What follows belongs to an exercise in optimizing a design on an open flow for small area, a short achievable clock period and few clock cycles per item; a production flow would make more cautious choices.
Where RTL was checked, it was by simulation tests only, not by an equivalence proof against the original.
Power figures rest on the tool's default switching activity, not on a simulated workload.

== old ==
// sparse_conv_top
module sparse_conv_top #(
	parameter int MUL_TERMS = 3
) (
	input  logic             clk,
	input  logic             rst_n,
	input  logic             wb_cyc_i,
	input  logic             wb_stb_i,
	input  logic             wb_we_i,
	input  conv_pkg::waddr_t wb_adr_i,
	input  conv_pkg::word_t  wb_dat_i,
	output conv_pkg::word_t  wb_dat_o,
	output logic             wb_ack_o
);
	function automatic logic [4:0] gfac(input logic [31:0] p);
		logic [4:0] lo;
		lo = p[4:0];
		if (|p[31:5] || lo >= 5'd21)
			gfac = 5'd21;
		else if (lo[4] && !lo[0])
			gfac = lo - 5'd1;
		else
			gfac = lo;
	endfunction
	function automatic logic [3:0] popcnt9(input logic [8:0] v);
		popcnt9 = '0;
		for (int i = 0; i < 9; i++) popcnt9 = popcnt9 + {3'd0, v[i]};
	endfunction
	function automatic logic [8:0] booth(input logic [5:0] b);
		logic [6:0] x;
		x = {b, 1'b0};
		for (int j = 0; j < 3; j++) begin
			booth[3*j]   = x[2*j+1] ^ x[2*j];
			booth[3*j+1] = (x[2*j+2] & ~x[2*j+1] & ~x[2*j]) | (~x[2*j+2] & x[2*j+1] & x[2*j]);
			booth[3*j+2] = x[2*j+2] & ~(x[2*j+1] & x[2*j]);
		end
	endfunction
	logic        ack_q;
	logic        rv_q;     
	logic        wv_q;     
	logic        s2_q;     
	logic [5:0]  adr_q;
	logic [31:0] dat_q;
	logic        access;
	assign access   = wb_cyc_i & wb_stb_i & ~(rv_q | wv_q);
	assign wb_ack_o = ack_q;
	always_ff @(posedge clk or negedge rst_n) begin
		if (!rst_n) begin
			ack_q <= 1'b0;
			rv_q  <= 1'b0;
			wv_q  <= 1'b0;
			s2_q  <= 1'b0;
		end else begin
			ack_q <= access;
			rv_q  <= access & ~wb_we_i;
			wv_q  <= access & wb_we_i;
			s2_q  <= wv_q;
		end
	end
	always_ff @(posedge clk) begin
		if (access) begin
			adr_q <= wb_adr_i;
			dat_q <= wb_dat_i;
		end
	end
  ...
Size in the first run: ~3400 cells after synthesis, about 810 flip-flops, about 76 I/O pins, ~0.040 mm² of cells after synthesis.
Settings: LEC_CHECK=0, CAP_MARGIN=5, CELL_PAD_IN_SITES_DETAIL_PLACEMENT=1, CELL_PAD_IN_SITES_GLOBAL_PLACEMENT=2, CORE_MARGIN=2, CORE_UTILIZATION=40, CTS_CLUSTER_DIAMETER=80, CTS_CLUSTER_SIZE=20, PLACE_DENSITY=0.55, SLEW_MARGIN=5; clock period 22.0 ns.
standard.sh (not shown) runs the stock make flow with config.mk's settings and CLKGATE_MAP_FILE= SYNTH_SCRIPT=/design/flow/synth_recipe.tcl, a recipe that flattens the netlist after the stock synthesis.
==> flow/flow/run.sh <==
#!/bin/bash
# The standard layout (standard.sh: the standard flow's synthesis and ORFS flow), with
# repair_timing aiming for extra setup slack and free to resize cells across
# footprints, so the layout is optimised for a shorter achieved period. The
# clock period and the constraints are the design's.
set -euo pipefail
read -r -a EXTRA < flow/extra.txt
bash standard.sh "${EXTRA[@]}" finish > standard_flow.log 2>&1
==> flow/flow/extra.txt <==
SETUP_SLACK_MARGIN=16.5 MATCH_CELL_FOOTPRINT=0
Edits applied to the flow inputs when going from old to new:
-- flow/design.v --
<<< old, line 105
	endfunction
	logic [5:0] adr_n;
	assign adr_n = access ? wb_adr_i : adr_q;
	logic [2:0] csel_q, rsel0_q, rsel1_q;
	always_ff @(posedge clk) begin
>>> new, line 105
	endfunction
	logic [5:0] adr_n;
	assign adr_n = wv_q ? adr_q : wb_adr_i;
	logic [2:0] csel_q, rsel0_q, rsel1_q;
	always_ff @(posedge clk) begin
Results
Sort old and new by cell area reported after detailed placement desc -> top: new. NOTE: clock share of power in new exceeds that of old. Maximum clock skew at final layout (lower): old. Layout multi-input combinational cell count (lower): new. Min met3 layer usage reported by global route across old and new: new.
Testbench counts of new, summed over its fixed seeds: cycles 18,588, items 384.
For old, only the layout was checked, not whether the RTL still works.

---

the previous run:
sparse_conv_top, a different RTL version from the one above (not shown whole).
For scale: roughly 3500 cells after synthesis, about 810 flip-flops.
==> flow/config.mk <==
export PLATFORM = sky130hd
export DESIGN_NAME = sparse_conv_top
export DESIGN_NICKNAME = sparse_conv_top
export VERILOG_FILES = /design/flow/design.v
export SDC_FILE = /design/flow/constraint.sdc
export NUM_CORES = 4
export LEC_CHECK = 0
export CAP_MARGIN = 5
export CELL_PAD_IN_SITES_DETAIL_PLACEMENT = 1
export CELL_PAD_IN_SITES_GLOBAL_PLACEMENT = 2
export CORE_MARGIN = 2
export CORE_UTILIZATION = 40
export CTS_CLUSTER_DIAMETER = 80
export CTS_CLUSTER_SIZE = 20
export PLACE_DENSITY = 0.55
export SLEW_MARGIN = 5
==> flow/constraint.sdc <==
create_clock -name core_clock -period 22.0 [get_ports {clk}]
set_input_delay 4.4000 -clock core_clock [delete_from_list [all_inputs] [get_ports {clk}]]
set_output_delay 4.4000 -clock core_clock [all_outputs]
set_load 0.01 [all_outputs]
Scripts as last shown in full above: flow/flow/run.sh, flow/flow/extra.txt
Relative to the previous run, the following input files were edited for the current run:
-- flow/design.v --
<<< the previous run, line 53
			booth[3*j+2] = x[2*j+2] & ~(x[2*j+1] & x[2*j]);
		end
		booth[7] = 1'b0;
	endfunction
	logic        ack_q;
	logic        rv_q;     
	logic        wv_q;     
	logic        s2_q;     
>>> the current run, line 53
			booth[3*j+2] = x[2*j+2] & ~(x[2*j+1] & x[2*j]);
		end
	endfunction
	logic        ack_q;
	logic        wv_q;     
	logic        s2_q;     
<<< the previous run, line 62
	logic [31:0] dat_q;
	logic        access;
	assign access   = wb_cyc_i & wb_stb_i & ~(rv_q | wv_q);
	assign wb_ack_o = ack_q;
	always_ff @(posedge clk or negedge rst_n) begin
		if (!rst_n) begin
			ack_q <= 1'b0;
			rv_q  <= 1'b0;
			wv_q  <= 1'b0;
			s2_q  <= 1'b0;
		end else begin
			ack_q <= access;
			rv_q  <= access & ~wb_we_i;
			wv_q  <= access & wb_we_i;
			s2_q  <= wv_q;
>>> the current run, line 60
	logic [31:0] dat_q;
	logic        access;
	assign access   = wb_cyc_i & wb_stb_i & ~ack_q;
	assign wb_ack_o = ack_q;
	always_ff @(posedge clk or negedge rst_n) begin
		if (!rst_n) begin
			ack_q <= 1'b0;
			wv_q  <= 1'b0;
			s2_q  <= 1'b0;
		end else begin
			ack_q <= access;
			wv_q  <= access & wb_we_i;
			s2_q  <= wv_q;
<<< the previous run, line 106
	endfunction
	logic [5:0] adr_n;
	assign adr_n = wv_q ? adr_q : wb_adr_i;
	logic [2:0] csel_q, rsel0_q, rsel1_q;
	always_ff @(posedge clk) begin
>>> the current run, line 102
	endfunction
	logic [5:0] adr_n;
	assign adr_n = access ? wb_adr_i : adr_q;
	logic [2:0] csel_q, rsel0_q, rsel1_q;
	always_ff @(posedge clk) begin
<<< the previous run, line 235
		mac = acc + p[0] + (p[1] << 2) + (p[2] << 4) + n;
	endfunction
	logic        clr1_q, clr2_q;
	logic [31:0] r0a, r0b, r1a, r1b;
	always_ff @(posedge clk or negedge rst_n) begin
		if (!rst_n) begin
			clr1_q <= 1'b0;
			clr2_q <= 1'b0;
		end else begin
			clr1_q <= 1'b1;
			clr2_q <= clr1_q;
		end
	end
	always_ff @(posedge clk) begin
		r0a <= clr2_q ? r0b : '0;
		r0b <= mac(r0a, a0_q, b0_q);
		r1a <= clr2_q ? r1b : '0;
		r1b <= mac(r1a, a1_q, b1_q);
	end
	logic        done_q;
>>> the current run, line 231
		mac = acc + p[0] + (p[1] << 2) + (p[2] << 4) + n;
	endfunction
	logic [31:0] r0a, r0b, r1a, r1b;
	always_ff @(posedge clk or negedge rst_n) begin
		if (!rst_n) begin
			r0a <= '0;
			r0b <= '0;
			r1a <= '0;
			r1b <= '0;
		end else begin
			r0a <= r0b;
			r0b <= mac(r0a, a0_q, b0_q);
			r1a <= r1b;
			r1b <= mac(r1a, a1_q, b1_q);
		end
	end
	logic        done_q;
==> comparison <==
Wire length was higher in the run labelled the previous run. Comparing the current run and the previous run, wire length per cell after detailed routing is lower on the previous run. Post-synthesis to final-layout area growth: the current run vs the previous run, no meaningful difference. Comparing the current run and the previous run, the higher sequential share of layout area was measured on the current run. From the previous run to the current run the numbers moved as follows: synthesized area fell 0.50%; maximum number of pins on one net before global-route repair climbed about 140%. From the previous run to the current run the numbers moved as follows: switching power now sits higher; number of cell rows now sits at about the same level. Looking at main combinational cell family by area after synthesis, the compound AO/OA/AOI/OAI gates result is from the current run; the adder cells one comes from the previous run. The previous run has a higher synthesized cell count than the current run. The overall global routing resource usage on the previous run is in line with that on the current run. [compare] base=the previous run new=the current run: first-pass GRT wire length increased about 0.35%, number of non-clock inverters in the layout increased about 8%, die area decreased 0.50%, clock skew increased 12 ps.
Testbench counts of the current run, summed over its fixed seeds: cycles 18,588, items 384.
No functional check of the RTL was part of the previous run.

---

Setup of run 1:
The RTL this note starts from:
==> flow/design.v <==
`default_nettype none
package conv_pkg;
	typedef logic [31:0] word_t;
	typedef logic [3:0]  kidx_t;
	typedef logic [1:0]  kpos_t;
	typedef logic [5:0]  waddr_t;
	localparam int KERNEL_N = 9;
	localparam int IFMAP_N  = 16;
	localparam int RESULT_N = 4;
	localparam waddr_t KERNEL_BASE = 6'h00;
	localparam waddr_t IFMAP_BASE  = 6'h10;
	localparam waddr_t CTRL_ADDR   = 6'h20;
	localparam waddr_t STATUS_ADDR = 6'h21;
	localparam waddr_t RESULT_BASE = 6'h28;
	typedef enum logic [1:0] {C_IDLE, C_SCAN, C_DONE} comp_state_e;
	typedef enum logic [1:0] {E_IDLE, E_WAIT_LIST, E_RUN, E_DONE} eng_state_e;
endpackage
`default_nettype wire
`default_nettype none
module sparse_conv_top #(
	parameter int MUL_TERMS = 3
) (
	input  logic             clk,
	input  logic             rst_n,
	input  logic             wb_cyc_i,
	input  logic             wb_stb_i,
	input  logic             wb_we_i,
	input  conv_pkg::waddr_t wb_adr_i,
	input  conv_pkg::word_t  wb_dat_i,
	output conv_pkg::word_t  wb_dat_o,
	output logic             wb_ack_o
);
	function automatic logic [4:0] gfac(input logic [31:0] p);
		logic [4:0] lo;
		lo = p[4:0];
		if (|p[31:5] || lo >= 5'd21)
			gfac = 5'd21;
		else if (lo[4] && !lo[0])
			gfac = lo - 5'd1;
		else
			gfac = lo;
	endfunction
	function automatic logic [3:0] popcnt9(input logic [8:0] v);
		popcnt9 = '0;
		for (int i = 0; i < 9; i++) popcnt9 = popcnt9 + {3'd0, v[i]};
	endfunction
	function automatic logic [8:0] booth(input logic [5:0] b);
		logic [6:0] x;
		x = {b, 1'b0};
		for (int j = 0; j < 3; j++) begin
			booth[3*j]   = x[2*j+1] ^ x[2*j];
			booth[3*j+1] = (x[2*j+2] & ~x[2*j+1] & ~x[2*j]) | (~x[2*j+2] & x[2*j+1] & x[2*j]);
			booth[3*j+2] = x[2*j+2] & ~(x[2*j+1] & x[2*j]);
		end
	endfunction
	logic        ack_q;
	logic        wv_q;     
	logic        s2_q;     
	logic [5:0]  adr_q;
	logic [31:0] dat_q;
	logic        access;
	assign access   = wb_cyc_i & wb_stb_i & ~ack_q;
	assign wb_ack_o = ack_q;
	always_ff @(posedge clk or negedge rst_n) begin
		if (!rst_n) begin
			ack_q <= 1'b0;
			wv_q  <= 1'b0;
			s2_q  <= 1'b0;
		end else begin
			ack_q <= access;
			wv_q  <= access & wb_we_i;
			s2_q  <= wv_q;
		end
	end
	always_ff @(posedge clk) begin
		if (access) begin
			adr_q <= wb_adr_i;
			dat_q <= wb_dat_i;
		end
	end
	logic [31:0] kmem [3][3];    
	logic [8:0]  knz;
	logic [4:0]  gmem [4][4];    
	logic ph;       
	logic col;
	assign col = ~ph;
	function automatic logic [3:0] tap_rc(input logic [3:0] t);
		case (t)
			4'd0: tap_rc = {2'd0, 2'd0};
			4'd1: tap_rc = {2'd0, 2'd1};
			4'd2: tap_rc = {2'd0, 2'd2};
			4'd3: tap_rc = {2'd1, 2'd0};
			4'd4: tap_rc = {2'd1, 2'd1};
			4'd5: tap_rc = {2'd1, 2'd2};
			4'd6: tap_rc = {2'd2, 2'd0};
			4'd7: tap_rc = {2'd2, 2'd1};
			default: tap_rc = {2'd2, 2'd2};
		endcase
	endfunction
	function automatic logic is_kern(input logic [5:0] a);
		is_kern = (a[5:4] == 2'b00) && (a[3:0] < 4'd9);
	endfunction
	logic [5:0] adr_n;
	assign adr_n = access ? wb_adr_i : adr_q;
	logic [2:0] csel_q, rsel0_q, rsel1_q;
	always_ff @(posedge clk) begin
		logic [3:0] rc;
		logic [1:0] kc_n, pr_n, pc_n;
		logic [2:0] tc;
		rc   = tap_rc(adr_n[3:0]);
		pr_n = adr_n[3:2];
		pc_n = adr_n[1:0];
		tc   = {1'b0, pc_n} - {2'b00, ph};
		if (is_kern(adr_n)) begin
			csel_q  <= 3'b001 << rc[1:0];
			rsel0_q <= 3'b001 << rc[3:2];
		end else begin
			csel_q  <= tc[2] ? 3'b000 : 3'(3'b001 << tc[1:0]);
			rsel0_q <= 3'(3'b001 << pr_n);
		end
		rsel1_q <= 3'((4'b0001 << pr_n) >> 1);
	end
	logic wr, kern, pix, sw1;
	assign wr   = wv_q | s2_q;
	assign kern = wr && is_kern(adr_q);
	assign pix  = wr && (adr_q[5:4] == 2'b01);
	assign sw1  = wv_q && (adr_q == 6'h20) && dat_q[0];
	logic [3:0] idx;
	logic [1:0] kr, kc, pr, pc;
	assign idx      = adr_q[3:0];
	assign {kr, kc} = tap_rc(idx);
	assign pr       = idx[3:2];
	assign pc       = idx[1:0];
	logic [31:0] kcolv [3];
	logic [31:0] kread0, kread1;
	always_comb begin
		for (int r = 0; r < 3; r++) begin
			kcolv[r] = ({32{csel_q[0]}} & kmem[r][0])
			         | ({32{csel_q[1]}} & kmem[r][1])
			         | ({32{csel_q[2]}} & kmem[r][2]);
		end
		kread0 = ({32{rsel0_q[0]}} & kcolv[0]) | ({32{rsel0_q[1]}} & kcolv[1])
		       | ({32{rsel0_q[2]}} & kcolv[2]);
		kread1 = ({32{rsel1_q[0]}} & kcolv[0]) | ({32{rsel1_q[1]}} & kcolv[1])
		       | ({32{rsel1_q[2]}} & kcolv[2]);
	end
	logic [1:0] gcol, grow0;
	logic [4:0] gcolv [4];
	logic [4:0] g_a, g_b;
	assign gcol  = kern ? kc + 2'(col) : pc;
	assign grow0 = kern ? kr : pr;
	always_comb begin
		for (int r = 0; r < 4; r++) gcolv[r] = gmem[r][gcol];
	end
	assign g_a = gcolv[grow0];
	assign g_b = gcolv[kr + 2'd1];
	logic [2:0] tcol;
	logic       tcol_ok;
	assign tcol    = {1'b0, pc} - {2'b00, col};
	assign tcol_ok = (tcol[2] == 1'b0) && (tcol[1:0] != 2'd3);
	logic [4:0] g_new;
	logic [5:0] g_dlt;
	assign g_new = gfac(dat_q);
	assign g_dlt = {1'b0, g_new} - {1'b0, g_a};
	logic v0, v1;
	assign v0 = pix && pr != 2'd3 && tcol_ok;
	assign v1 = pix && pr != 2'd0 && tcol_ok;
	logic [31:0] a0_q, a1_q;     
	logic [8:0]  b0_q, b1_q;     
	logic [31:0] kdiff;
	assign kdiff = dat_q - kread0;
	always_ff @(posedge clk) begin
		a0_q <= kern ? kdiff : kread0;
		a1_q <= kern ? kdiff : kread1;
	end
	always_ff @(posedge clk or negedge rst_n) begin
		if (!rst_n) begin
			b0_q <= '0;
			b1_q <= '0;
			ph   <= 1'b0;
			for (int r = 0; r < 4; r++)
				for (int c = 0; c < 4; c++) gmem[r][c] <= '0;
		end else begin
			ph <= ~ph;
			if (kern) begin
				b0_q <= booth({1'b0, g_a});
				b1_q <= booth({1'b0, g_b});
			end else begin
				b0_q <= v0 ? booth(g_dlt) : 9'd0;
				b1_q <= v1 ? booth(g_dlt) : 9'd0;
			end
			if (pix && s2_q) gmem[pr][pc] <= g_new;
		end
	end
	always_ff @(posedge clk) begin
		if (kern && s2_q) begin
			kmem[kr][kc] <= dat_q;
			knz[idx]     <= |dat_q;
		end
	end
	function automatic logic [31:0] mac(input logic [31:0] acc,
			input logic [31:0] a, input logic [8:0] d);
		logic [31:0] p [3];
		logic [31:0] n;
		for (int j = 0; j < 3; j++) begin
			p[j] = ((a & {32{d[3*j]}}) | ((a << 1) & {32{d[3*j+1]}})) ^ {32{d[3*j+2]}};
		end
		n = {27'd0, d[8], 1'b0, d[5], 1'b0, d[2]};
		mac = acc + p[0] + (p[1] << 2) + (p[2] << 4) + n;
	endfunction
	logic [31:0] r0a, r0b, r1a, r1b;
	always_ff @(posedge clk or negedge rst_n) begin
		if (!rst_n) begin
			r0a <= '0;
			r0b <= '0;
			r1a <= '0;
			r1b <= '0;
		end else begin
			r0a <= r0b;
			r0b <= mac(r0a, a0_q, b0_q);
			r1a <= r1b;
			r1b <= mac(r1a, a1_q, b1_q);
		end
	end
	logic        done_q;
	logic        snap1_q, snap2_q;
	logic [3:0]  cnt_q;
	logic [31:0] h0a, h0b, h1a, h1b;
	logic        snap;
	assign snap = snap1_q | snap2_q;
	always_ff @(posedge clk or negedge rst_n) begin
		if (!rst_n) begin
			done_q  <= 1'b0;
			snap1_q <= 1'b0;
			snap2_q <= 1'b0;
			cnt_q   <= '0;
		end else begin
			snap1_q <= sw1;
			snap2_q <= snap1_q;
			if (sw1) begin
				done_q <= 1'b1;
				cnt_q  <= popcnt9(knz);
			end
		end
	end
	always_ff @(posedge clk) begin
		h0a <= h0b;
		h0b <= snap ? r0a : h0a;
		h1a <= h1b;
		h1b <= snap ? r1a : h1a;
	end
	logic [31:0] rd_q;
	logic [1:0]  rsel;
	assign rsel = {wb_adr_i[1], wb_adr_i[0] ^ ph};
	always_ff @(posedge clk) begin
		rd_q <= '0;
		if (wb_adr_i == 6'h21) begin
			rd_q[1]   <= done_q;
			rd_q[7:4] <= cnt_q;
		end else if (wb_adr_i[5:2] == 4'b1010 && done_q) begin
			case (rsel)
				2'd0: rd_q <= h0a;
				2'd1: rd_q <= h0b;
				2'd2: rd_q <= h1a;
				default: rd_q <= h1b;
			endcase
		end
	end
	assign wb_dat_o = rd_q;
endmodule
`default_nettype wire
clock: 22.0 ns
lec_check: 0
cap_margin: 20
cell_pad_in_sites_detail_placement: 1
cell_pad_in_sites_global_placement: 2
core_margin: 2
core_utilization: 40
cts_cluster_diameter: 80
cts_cluster_size: 20
place_density: 0.55
slew_margin: 20
Scripts as last shown in full above: flow/flow/run.sh, flow/flow/extra.txt
Testbench counts of run 1, summed over its fixed seeds: cycles 18,588, items 384.
diff inputs: run 1 => run 2
--- a/flow/design.v
+++ b/flow/design.v
@@ -168,7 +168,7 @@
 	logic [31:0] a0_q, a1_q;     
 	logic [8:0]  b0_q, b1_q;     
 	logic [31:0] kdiff;
-	assign kdiff = dat_q - kread0;
+	assign kdiff = bk_add(dat_q, ~kread0, 1'b1);
 	always_ff @(posedge clk) begin
 		a0_q <= kern ? kdiff : kread0;
 		a1_q <= kern ? kdiff : kread1;
@@ -198,6 +198,28 @@
 			knz[idx]     <= |dat_q;
 		end
 	end
+	function automatic logic [31:0] bk_add(input logic [31:0] x, input logic [31:0] y,
+			input logic ci);
+		logic [31:0] p, g, pp, gg;
+		p     = x ^ y;
+		g     = x & y;
+		g[0]  = g[0] | (p[0] & ci);
+		pp    = p;
+		gg    = g;
+		for (int l = 0; l < 5; l++)
+			for (int i = 0; i < 32; i++)
+				if ((i % (2 << l)) == ((2 << l) - 1)) begin
+					gg[i] = gg[i] | (pp[i] & gg[i - (1 << l)]);
+					pp[i] = pp[i] & pp[i - (1 << l)];
+				end
+		for (int l = 3; l >= 0; l--)
+			for (int i = 0; i < 32; i++)
+				if ((i % (2 << l)) == ((1 << l) - 1) && i >= (2 << l)) begin
+					gg[i] = gg[i] | (pp[i] & gg[i - (1 << l)]);
+					pp[i] = pp[i] & pp[i - (1 << l)];
+				end
+		bk_add = p ^ {gg[30:0], ci};
+	endfunction
 	function automatic logic [31:0] mac(input logic [31:0] acc,
 			input logic [31:0] a, input logic [8:0] d);
 		logic [31:0] p [3];
Results
- Delta (run 2 minus run 1): final cell count fell 56, synthesized cell count decreased 57, final hold slack closely matched the old numbers.
- Run 2 vs. run 1: post-synthesis sequential area ratio went up; met2 routed wirelength went down.
- Lower detailed-route wire length on metal 1 goes to run 2 over run 1.
- [compare] base=run 1 new=run 2: power saw a decrease, number of H-tree levels saw little to no change.
- Compared with run 1, in run 2 number of global-route vias before repair -about 2.7%; area after synthesis fell by about 0.9%.
Testbench counts of run 2, summed over its fixed seeds: cycles 18,588, items 384.

[static timing again, ports no longer ideal]
In the flow no input, the clock included, has a driving cell. The finished layouts below were timed again as built, in two steps. Step 1 assumes that a clkbuf_16 drives the clock port and a buf_2 every other input. Step 2, shift: input delay + t, output delay - t, t = (earliest + latest rising clock arrival at the registers) / 2. This alone moves slack from input paths to output paths. a / b / c = ideal / step 1 / step 2; a / b = the first two.
run	t, ns	slack for setup (ns)	worst slew at a driven data input, ns
old	0.731	16.426 / 16.360 / 15.709	0.07
new	0.738	16.379 / 16.314 / 15.797	0.11
the previous run	0.741	16.391 / 16.322 / 15.886	0.07
the current run	0.745	16.410 / 16.337 / 15.847	0.07
run 1	0.751	16.388 / 16.319 / 15.818	0.05
run 2	0.742	16.402 / 16.332 / 15.868	0.07
After both steps every run listed still meets setup and hold. The setup slack of old, which loses most, moves by -0.066 ns with the drivers and by -0.717 ns with both steps.
